Background: an optimization exercise with open tools, aiming at small area and a short achievable clock period. Do not read the settings as production practice.
Function was checked by simulation only, so behaviour that the tests miss may differ from the original.
Power is estimated from default activity; no workload was simulated.

**run.sh**
```bash
#!/bin/bash
# synth_recipe.tcl (not shown) runs the flow's synth.tcl, then flattens the netlist and writes it again
# the make line also repeats each setting of config.mk as NAME=value (left out here)
make -C /OpenROAD-flow-scripts/flow DESIGN_CONFIG=/design/flow/config.mk WORK_HOME=/design/flow/orfs CLKGATE_MAP_FILE= SYNTH_SCRIPT=/design/flow/synth_recipe.tcl finish
```
**design.v**
```verilog
package rv_exec_pkg;
  localparam int XLEN = 64;
  typedef logic [XLEN-1:0] xlen_t;
  typedef logic [31:0]     word_t;
  typedef logic [31:0]     insn_t;
  typedef logic [6:0]      opcode_t;
  typedef logic [2:0]      funct3_t;
  typedef logic [6:0]      funct7_t;
  typedef logic [5:0]      shamt_t;
  localparam opcode_t OPC_OP        = 7'b0110011;
  localparam opcode_t OPC_OP_IMM    = 7'b0010011;
  localparam opcode_t OPC_OP_32     = 7'b0111011;
  localparam opcode_t OPC_OP_IMM_32 = 7'b0011011;
  localparam opcode_t OPC_AUIPC     = 7'b0010111;
  localparam opcode_t OPC_BRANCH    = 7'b1100011;
  localparam opcode_t OPC_JAL       = 7'b1101111;
  localparam opcode_t OPC_JALR      = 7'b1100111;
  localparam funct3_t F3_ADD  = 3'b000;
  localparam funct3_t F3_SLL  = 3'b001;
  localparam funct3_t F3_SLT  = 3'b010;
  localparam funct3_t F3_SLTU = 3'b011;
  localparam funct3_t F3_XOR  = 3'b100;
  localparam funct3_t F3_SR   = 3'b101;
  localparam funct3_t F3_OR   = 3'b110;
  localparam funct3_t F3_AND  = 3'b111;
  localparam funct3_t F3_BEQ  = 3'b000;
  localparam funct3_t F3_BNE  = 3'b001;
  localparam funct3_t F3_BLT  = 3'b100;
  localparam funct3_t F3_BGE  = 3'b101;
  localparam funct3_t F3_BLTU = 3'b110;
  localparam funct3_t F3_BGEU = 3'b111;
  localparam funct7_t F7_BASE = 7'b0000000;
  localparam funct7_t F7_ALT  = 7'b0100000;
  localparam xlen_t LINK_OFFSET = 64'd4;
  typedef enum logic [3:0] {
    ALU_ADD,
    ALU_SUB,
    ALU_SLL,
    ALU_SRL,
    ALU_SRA,
    ALU_SLT,
    ALU_SLTU,
    ALU_XOR,
    ALU_OR,
    ALU_AND
  } alu_op_t;
  typedef enum logic [3:0] {
    BR_NONE,
    BR_EQ,
    BR_NE,
    BR_LT,
    BR_GE,
    BR_LTU,
    BR_GEU,
    BR_JAL,
    BR_JALR
  } br_cond_t;
  typedef enum logic {
    DEST_ALU,
    DEST_LINK
  } dest_sel_t;
endpackage
module insn_decode (
  input  rv_exec_pkg::insn_t     insn,
  output rv_exec_pkg::alu_op_t   alu_op,
  output logic                   op_a_pc,
  output logic                   op_b_imm,
  output logic                   word_op,
  output logic                   dest_wr,
  output rv_exec_pkg::dest_sel_t dest_sel,
  output rv_exec_pkg::br_cond_t  br_cond
);
  rv_exec_pkg::opcode_t opcode;
  rv_exec_pkg::funct3_t funct3;
  rv_exec_pkg::funct7_t funct7;
  logic [5:0]           funct6;
  assign opcode = insn[6:0];
  assign funct3 = insn[14:12];
  assign funct7 = insn[31:25];
  assign funct6 = insn[31:26];
  function automatic rv_exec_pkg::alu_op_t base_op(input rv_exec_pkg::funct3_t f3);
    case (f3)
      rv_exec_pkg::F3_ADD:  base_op = rv_exec_pkg::ALU_ADD;
      rv_exec_pkg::F3_SLL:  base_op = rv_exec_pkg::ALU_SLL;
      rv_exec_pkg::F3_SLT:  base_op = rv_exec_pkg::ALU_SLT;
      rv_exec_pkg::F3_SLTU: base_op = rv_exec_pkg::ALU_SLTU;
      rv_exec_pkg::F3_XOR:  base_op = rv_exec_pkg::ALU_XOR;
      rv_exec_pkg::F3_SR:   base_op = rv_exec_pkg::ALU_SRL;
      rv_exec_pkg::F3_OR:   base_op = rv_exec_pkg::ALU_OR;
      default:              base_op = rv_exec_pkg::ALU_AND;
    endcase
  endfunction
  always_comb begin
    alu_op   = rv_exec_pkg::ALU_ADD;
    op_a_pc  = 1'b0;
    op_b_imm = 1'b0;
    word_op  = 1'b0;
    dest_wr  = 1'b0;
    dest_sel = rv_exec_pkg::DEST_ALU;
    br_cond  = rv_exec_pkg::BR_NONE;
    case (opcode)
      rv_exec_pkg::OPC_OP: begin
        if (funct7 == rv_exec_pkg::F7_BASE) begin
          alu_op  = base_op(funct3);
          dest_wr = 1'b1;
        end else if (funct7 == rv_exec_pkg::F7_ALT) begin
          if (funct3 == rv_exec_pkg::F3_ADD) begin
            alu_op  = rv_exec_pkg::ALU_SUB;
            dest_wr = 1'b1;
          end else if (funct3 == rv_exec_pkg::F3_SR) begin
            alu_op  = rv_exec_pkg::ALU_SRA;
            dest_wr = 1'b1;
          end
        end
      end
      rv_exec_pkg::OPC_OP_IMM: begin
        op_b_imm = 1'b1;
        if (funct3 == rv_exec_pkg::F3_SLL) begin
          alu_op  = rv_exec_pkg::ALU_SLL;
          dest_wr = (funct6 == 6'b000000);
        end else if (funct3 == rv_exec_pkg::F3_SR) begin
          if (insn[30]) begin
            alu_op = rv_exec_pkg::ALU_SRA;
          end else begin
            alu_op = rv_exec_pkg::ALU_SRL;
          end
          dest_wr = ({funct6[5], funct6[3:0]} == 5'b00000);
        end else begin
          alu_op  = base_op(funct3);
          dest_wr = 1'b1;
        end
      end
      rv_exec_pkg::OPC_OP_32: begin
        word_op = 1'b1;
        if (funct7 == rv_exec_pkg::F7_BASE &&
            (funct3 == rv_exec_pkg::F3_ADD || funct3 == rv_exec_pkg::F3_SLL ||
             funct3 == rv_exec_pkg::F3_SR)) begin
          alu_op  = base_op(funct3);
          dest_wr = 1'b1;
        end else if (funct7 == rv_exec_pkg::F7_ALT && funct3 == rv_exec_pkg::F3_ADD) begin
          alu_op  = rv_exec_pkg::ALU_SUB;
          dest_wr = 1'b1;
        end else if (funct7 == rv_exec_pkg::F7_ALT && funct3 == rv_exec_pkg::F3_SR) begin
          alu_op  = rv_exec_pkg::ALU_SRA;
          dest_wr = 1'b1;
        end
      end
      rv_exec_pkg::OPC_OP_IMM_32: begin
        word_op  = 1'b1;
        op_b_imm = 1'b1;
        if (funct3 == rv_exec_pkg::F3_ADD) begin
          dest_wr = 1'b1;
        end else if (funct3 == rv_exec_pkg::F3_SLL && funct7 == rv_exec_pkg::F7_BASE) begin
          alu_op  = rv_exec_pkg::ALU_SLL;
          dest_wr = 1'b1;
        end else if (funct3 == rv_exec_pkg::F3_SR && funct7 == rv_exec_pkg::F7_BASE) begin
          alu_op  = rv_exec_pkg::ALU_SRL;
          dest_wr = 1'b1;
        end else if (funct3 == rv_exec_pkg::F3_SR && funct7 == rv_exec_pkg::F7_ALT) begin
          alu_op  = rv_exec_pkg::ALU_SRA;
          dest_wr = 1'b1;
        end
      end
      rv_exec_pkg::OPC_AUIPC: begin
        op_a_pc  = 1'b1;
        op_b_imm = 1'b1;
        dest_wr  = 1'b1;
      end
      rv_exec_pkg::OPC_BRANCH: begin
        case (funct3)
          rv_exec_pkg::F3_BEQ:  br_cond = rv_exec_pkg::BR_EQ;
          rv_exec_pkg::F3_BNE:  br_cond = rv_exec_pkg::BR_NE;
          rv_exec_pkg::F3_BLT:  br_cond = rv_exec_pkg::BR_LT;
          rv_exec_pkg::F3_BGE:  br_cond = rv_exec_pkg::BR_GE;
          rv_exec_pkg::F3_BLTU: br_cond = rv_exec_pkg::BR_LTU;
          rv_exec_pkg::F3_BGEU: br_cond = rv_exec_pkg::BR_GEU;
          default:              br_cond = rv_exec_pkg::BR_NONE;
        endcase
      end
      rv_exec_pkg::OPC_JAL: begin
        dest_wr  = 1'b1;
        dest_sel = rv_exec_pkg::DEST_LINK;
        br_cond  = rv_exec_pkg::BR_JAL;
      end
      rv_exec_pkg::OPC_JALR: begin
        if (funct3 == 3'b000) begin
          dest_wr  = 1'b1;
          dest_sel = rv_exec_pkg::DEST_LINK;
          br_cond  = rv_exec_pkg::BR_JALR;
        end
      end
      default: begin
        dest_wr = 1'b0;
      end
    endcase
  end
endmodule
module int_alu (
  input  rv_exec_pkg::alu_op_t alu_op,
  input  logic                 op_a_pc,
  input  logic                 op_b_imm,
  input  logic                 word_op,
  input  rv_exec_pkg::xlen_t   pc,
  input  rv_exec_pkg::xlen_t   src1,
  input  rv_exec_pkg::xlen_t   src2,
  input  rv_exec_pkg::xlen_t   sign_ext,
  output rv_exec_pkg::xlen_t   alu_result
);
  rv_exec_pkg::xlen_t  op_a;
  rv_exec_pkg::xlen_t  op_b;
  rv_exec_pkg::xlen_t  sum;
  rv_exec_pkg::xlen_t  diff;
  rv_exec_pkg::xlen_t  res_long;
  rv_exec_pkg::word_t  a_w;
  rv_exec_pkg::word_t  res_w;
  rv_exec_pkg::shamt_t shamt;
  logic                lt;
  logic                ltu;
  assign op_a = op_a_pc ? pc : src1;
  assign op_b = op_b_imm ? sign_ext : src2;
  assign shamt = word_op ? {1'b0, op_b[4:0]} : op_b[5:0];
  assign sum  = op_a + op_b;
  assign diff = op_a - op_b;
  assign lt   = $signed(op_a) < $signed(op_b);
  assign ltu  = op_a < op_b;
  assign a_w = op_a[31:0];
  always_comb begin
    case (alu_op)
      rv_exec_pkg::ALU_ADD:  res_long = sum;
      rv_exec_pkg::ALU_SUB:  res_long = diff;
      rv_exec_pkg::ALU_SLL:  res_long = op_a << shamt;
      rv_exec_pkg::ALU_SRL:  res_long = op_a >> shamt;
      rv_exec_pkg::ALU_SRA:  res_long = $signed(op_a) >>> shamt;
      rv_exec_pkg::ALU_SLT:  res_long = {{(rv_exec_pkg::XLEN-1){1'b0}}, lt};
      rv_exec_pkg::ALU_SLTU: res_long = {{(rv_exec_pkg::XLEN-1){1'b0}}, ltu};
      rv_exec_pkg::ALU_XOR:  res_long = op_a ^ op_b;
      rv_exec_pkg::ALU_OR:   res_long = op_a | op_b;
      rv_exec_pkg::ALU_AND:  res_long = op_a & op_b;
      default:               res_long = sum;
    endcase
  end
  always_comb begin
    case (alu_op)
      rv_exec_pkg::ALU_SUB: res_w = diff[31:0];
      rv_exec_pkg::ALU_SLL: res_w = a_w << shamt;
      rv_exec_pkg::ALU_SRL: res_w = a_w >> shamt;
      rv_exec_pkg::ALU_SRA: res_w = $signed(a_w) >>> shamt;
      default:              res_w = sum[31:0];
    endcase
  end
  assign alu_result = word_op ? {{32{res_w[31]}}, res_w} : res_long;
endmodule
module branch_unit (
  input  rv_exec_pkg::br_cond_t br_cond,
  input  rv_exec_pkg::xlen_t    pc,
  input  rv_exec_pkg::xlen_t    src1,
  input  rv_exec_pkg::xlen_t    src2,
  input  rv_exec_pkg::xlen_t    sign_ext,
  output logic                  taken,
  output rv_exec_pkg::xlen_t    target,
  output rv_exec_pkg::xlen_t    link
);
  logic               eq;
  logic               lt;
  logic               ltu;
  logic               is_jalr;
  rv_exec_pkg::xlen_t base;
  rv_exec_pkg::xlen_t sum;
  assign eq  = (src1 == src2);
  assign lt  = $signed(src1) < $signed(src2);
  assign ltu = src1 < src2;
  always_comb begin
    case (br_cond)
      rv_exec_pkg::BR_EQ:   taken = eq;
      rv_exec_pkg::BR_NE:   taken = !eq;
      rv_exec_pkg::BR_LT:   taken = lt;
      rv_exec_pkg::BR_GE:   taken = !lt;
      rv_exec_pkg::BR_LTU:  taken = ltu;
      rv_exec_pkg::BR_GEU:  taken = !ltu;
      rv_exec_pkg::BR_JAL:  taken = 1'b1;
      rv_exec_pkg::BR_JALR: taken = 1'b1;
      default:              taken = 1'b0;
    endcase
  end
  assign is_jalr = (br_cond == rv_exec_pkg::BR_JALR);
  assign base    = is_jalr ? src1 : pc;
  assign sum     = base + sign_ext;
  assign target = is_jalr ? {sum[rv_exec_pkg::XLEN-1:1], 1'b0} : sum;
  assign link = pc + rv_exec_pkg::LINK_OFFSET;
endmodule
module exec_regs (
  input  logic                   clk,
  input  logic                   rst_n,
  input  logic                   insn_valid,
  input  logic                   dest_wr,
  input  rv_exec_pkg::dest_sel_t dest_sel,
  input  logic                   word_op,
  input  rv_exec_pkg::xlen_t     alu_result,
  input  rv_exec_pkg::xlen_t     link,
  input  logic                   taken,
  input  rv_exec_pkg::xlen_t     target,
  output logic                   dest_valid,
  output logic                   dest_long,
  output rv_exec_pkg::xlen_t     dest,
  output logic                   branch_target_valid,
  output rv_exec_pkg::xlen_t     branch_target
);
  rv_exec_pkg::xlen_t dest_next;
  assign dest_next = (dest_sel == rv_exec_pkg::DEST_LINK) ? link : alu_result;
  always_ff @(posedge clk or negedge rst_n) begin
    if (!rst_n) begin
      dest_valid          <= 1'b0;
      branch_target_valid <= 1'b0;
    end else begin
      dest_valid          <= insn_valid && dest_wr;
      branch_target_valid <= insn_valid && taken;
    end
  end
  always_ff @(posedge clk) begin
    dest          <= dest_next;
    dest_long     <= ~word_op;
    branch_target <= target;
  end
endmodule
module exec_unit (
  input  logic               clk,
  input  logic               rst_n,
  input  logic               insn_valid,
  input  rv_exec_pkg::insn_t insn,
  input  rv_exec_pkg::xlen_t pc,
  input  rv_exec_pkg::xlen_t sign_ext,
  input  rv_exec_pkg::xlen_t src1,
  input  rv_exec_pkg::xlen_t src2,
  output logic               dest_valid,
  output logic               dest_long,
  output rv_exec_pkg::xlen_t dest,
  output logic               branch_target_valid,
  output rv_exec_pkg::xlen_t branch_target
);
  rv_exec_pkg::alu_op_t   alu_op;
  logic                   op_a_pc;
  logic                   op_b_imm;
  logic                   word_op;
  logic                   dest_wr;
  rv_exec_pkg::dest_sel_t dest_sel;
  rv_exec_pkg::br_cond_t  br_cond;
  rv_exec_pkg::xlen_t     alu_result;
  logic                   taken;
  rv_exec_pkg::xlen_t     target;
  rv_exec_pkg::xlen_t     link;
  insn_decode u_decode (
    .insn     (insn),
    .alu_op   (alu_op),
    .op_a_pc  (op_a_pc),
    .op_b_imm (op_b_imm),
    .word_op  (word_op),
    .dest_wr  (dest_wr),
    .dest_sel (dest_sel),
    .br_cond  (br_cond)
  );
  int_alu u_alu (
    .alu_op     (alu_op),
    .op_a_pc    (op_a_pc),
    .op_b_imm   (op_b_imm),
    .word_op    (word_op),
    .pc         (pc),
    .src1       (src1),
    .src2       (src2),
    .sign_ext   (sign_ext),
    .alu_result (alu_result)
  );
  branch_unit u_branch (
    .br_cond  (br_cond),
    .pc       (pc),
    .src1     (src1),
    .src2     (src2),
    .sign_ext (sign_ext),
    .taken    (taken),
    .target   (target),
    .link     (link)
  );
  exec_regs u_regs (
    .clk                 (clk),
    .rst_n               (rst_n),
    .insn_valid          (insn_valid),
    .dest_wr             (dest_wr),
    .dest_sel            (dest_sel),
    .word_op             (word_op),
    .alu_result          (alu_result),
    .link                (link),
    .taken               (taken),
    .target              (target),
    .dest_valid          (dest_valid),
    .dest_long           (dest_long),
    .dest                (dest),
    .branch_target_valid (branch_target_valid),
    .branch_target       (branch_target)
  );
endmodule
```
**config.mk**
```make
export PLATFORM = sky130hd
export DESIGN_NAME = exec_unit
export DESIGN_NICKNAME = exec_unit
export VERILOG_FILES = /design/flow/design.v
export SDC_FILE = /design/flow/constraint.sdc
export NUM_CORES = 4
export LEC_CHECK = 0
export CAP_MARGIN = 20
export CORE_MARGIN = 2
export CORE_UTILIZATION = 30
export SETUP_SLACK_MARGIN = 0.5
export SLEW_MARGIN = 20
```
**constraint.sdc**
```tcl
create_clock -name core_clock -period 7.0 [get_ports {clk}]
set_input_delay 1.4000 -clock core_clock [delete_from_list [all_inputs] [get_ports {clk}]]
set_output_delay 1.4000 -clock core_clock [all_outputs]
set_load 0.01 [all_outputs]
```
==> results_dict.tcl <==
set metrics [dict create \
    ys_warn_count 4 \
    postRouteAntennaNets 0 \
    place_ws_ns -0.329 \
    layout-area-overhead-vs-synth_pct 40.9 \
    endpoint_kind "register" \
    drive_gt1_frac 0.239 \
    ir_worst_vdd_mv 0.246 \
    finalSetupViolations 0 \
    wl_per_cell_um 37.6 \
    cts_inserted_buffers 17 \
    grt_max_degree 105 \
    max_freq_mhz 152 \
    vias_per_cell 6.49 \
    grt_pass1_wl_mm 425 \
    place.gp.congestion 1.09 \
    vias 54889 \
    core_area_um2 124000 \
    worst_pin_slew_ns 1.22 \
    cp.required_ns 7.45 \
    crit_fanout 75 \
    avgSynthCellArea_um2 6.70 \
    cp.arrival_ns 7.05 \
    stdcell_count 8462 \
    htree_num_levels 4 \
    dp_hpwl_mm 263 \
    cts_tree "yes" \
    period_minus_slack_ns 6.60 \
    drc 0 \
    maxCapViolCount 0 \
    drv_slew 0 \
    synth_edf_count 0 \
    dp_cells 8408 \
    rsz0062_at_grt "true" \
    pin_count 422 \
    first_pass_iters 6 \
    relSlewSlack 0.184 \
    clk_pin_slew_ns 0.09 \
    yosys.cell_types.count 123 \
    hold_path.class "input port to asynchronous set/reset pin" \
    grt.total_usage 0.480 \
    die-area_um2 127000 \
    first_iter_violations 8525 \
    cts-root-buf "clkbuf_16" \
    fp.dieW_um 357 \
    async_flop_share 0.0153 \
    path_class "input port to register" \
    antenna_found_initial 43 \
    grt_pass1_vias 50548 \
    p_leak_nw 22.7 \
    num_rows 129 \
    status "timing/DRC/antenna clean" \
    synth_fp_nets 6189 \
    port-buffer-count 406 \
    post-route-period-util 0.943 \
    cts_buffer_depth 2 \
    power_mw 7.15 \
    ys_ff_latch 131 \
    synthFlopType "dfxtp_1" \
    hold_viol 0 \
    post-route-util 0.426 \
    overflow 0 \
    ctsHoldBuffers 0 \
    synth-seq-area-share 0.0705 \
    start_util 0.302 \
    setup_slack_ns 0.402 \
    final.fill_count 13258 \
    cts.sinks 131 \
    synth_area_um2 37300 \
    power.density_nw_per_um2 136 \
    start_kind "input port" \
    die_y_um 357 \
    syn_inst 5575 \
    nets 7410 \
    wirelength_mm 318 \
]
worst max-delay path: stages:
cell	delay, ns
clkdlybuf4s50_1	0.40
buf_4	0.16
buf_4	0.20
a21o_2	0.25
buf_12	0.16
o21ai_4	0.15
buf_4	0.73
a22oi_1	0.34
nor3_1	0.68
a21oi_1	0.23
a21oi_1	0.40
mux2i_1	0.17
a21oi_1	0.33
a21oi_1	0.31
a2111oi_0	0.47
and3_1	0.21
a221oi_1	0.07
buf_4	0.18
synth_stat cells, types with 58 or more instances:
cell type	number	area (um^2)
a21oi_1	512	2560
nand2_1	536	2010
mux2i_1	91	911
a21o_1	107	803
xor2_1	70	613
a211oi_1	177	1330
buf_2	121	606
clkbuf_1	229	860
ha_1	321	4020
a22oi_1	60	450
xnor2_1	133	1160
dfxtp_1	129	2580
mux2_2	159	1790
inv_1	277	1040
a31oi_1	71	444
o211ai_1	121	908
nor2_1	429	1610
nor3_1	129	646
buf_1	58	218
nand2b_1	124	776
nand3_1	216	1080
o21ai_0	401	2010
and3_1	78	488
nand4_1	81	507
layout make-up:
cell class	count	area, um^2	area share
inverters	290	1090	0.0207
diodes	17	42.5	0.000808
clock buffers	20	467	0.00887
multi-input cells	4713	32200	0.612
repair buffers	1643	14000	0.266
flip-flops and latches	131	2630	0.0500
clock inverters	11	174	0.00331
well taps	1637	2050	0.0389
logic make-up after synthesis:
kind of cell	after synthesis	synth area share
buffers and inverters	731	0.0825
adders and majority gates	323	0.109
xor gates and xnor gates	203	0.0476
muxes	262	0.0794
and+or+nand+nor	1814	0.233
AOI/OAI and AO/OA	2111	0.378
DFF	131	0.0705
path summary, 6_finish.rpt:
path	start	end	slack, ns	cells past startpoint
min in group core_clock	insn[5]	u_regs.dest_valid$_DFF_PN0_	1.42	5
worst max-delay path	insn[3]	u_regs.dest[43]$_DFF_P_	0.40	18
worst min-delay path	rst_n	u_regs.dest_valid$_DFF_PN0_	0.99	1
max in group asynchronous	rst_n	u_regs.branch_target_valid$_DFF_PN0_	5.87	1
flip-flops by register name, summed over array words and instances, names as in the netlist:
signal	count
u_regs.branch_target	64
u_regs.dest	64
u_regs.branch_target_valid	1
u_regs.dest_long	1
u_regs.dest_valid	1
per-stage QoR:
| stage | TNS, ns | hold WS (ns) | area, um^2 |
|---|---|---|---|
| after global placement | -5.46 | 1.59 | 51400 |
| after global routing | 0 | 1.01 | 52600 |
| after CTS | 0 | 0.974 | 52200 |
| final | 0 | 0.992 | 52600 |
| after detailed placement | -6.24 | 1.59 | 51400 |
| after floorplan | 0 | 1.10 | 37300 |
where the power goes:
part | total [mW] | internal, mW | switching [mW]
clock | 1.12 | 0.625 | 0.491
combinational | 5.04 | 2.03 | 3.01
sequential | 1.00 | 0.922 | 0.0795
cells in the final DEF, fill, tap and decap left out, types with 21 or more instances in the layout:
cell type	n
nand2_1	532
nor3_1	125
nand3_1	213
a311oi_1	44
a221o_1	29
a211o_1	38
a221oi_1	37
dfxtp_1	129
nor2b_1	33
o21ai_0	388
buf_4	1182
or2_2	25
xor2_1	70
o21ai_1	66
nor2_1	423
xnor2_1	132
and3_1	76
nand2b_1	124
a21oi_1	507
o21a_1	29
mux2_2	159
o221ai_1	24
ha_1	318
inv_1	277
a31oi_1	67
o31ai_1	42
nor4_1	35
nand4_1	81
a21o_1	105
a22oi_1	59
buf_12	46
mux2i_1	88
a211oi_1	175
o22ai_1	43
o21bai_1	41
clkdlybuf4s50_1	403
o211ai_1	121
a21boi_0	21
layer usage:
layer / up-vias / share of wire / track usage
li1: 23258 / - / -
met1: 26727 / 0.40 / 0.617
met2: 3986 / 0.38 / 0.654
met3: 880 / 0.14 / 0.205
met4: 38 / 0.074 / 0.294
met5: - / 0.00079 / 0
what timing repair did:
action | in CTS | in global routing
pin swaps | 2 | 16
endpoints found under the setup margin | 35 | 51
gates resized for setup | 22 | 77
gates cloned | 0 | 1
setup buffers | 3 | 2

[port drivers added, routing unchanged]
In the flow no input, the clock included, has a driving cell. The finished layout below was timed again as built, in two steps. Step 1 assumes that a clkbuf_16 drives the clock port and a buf_2 every other input. Step 2 adds t to the input delays and takes it off the output delays; t is the mean of the earliest and latest rising clock arrival at the registers after step 1. Input paths then give back, and output paths get back, about the clock's delay inside the block. Three values: ideal ports, drivers, drivers and shift; two values: the first two.
t, ns: 0.639
setup slack, ns: 0.402 / 0.462 / -0.177
worst setup path after step 2: input to register
Met with ideal ports but missed after step 2: setup timing in this run. The setup slack of this run moves by +0.060 ns with the drivers and by -0.579 ns with both steps.
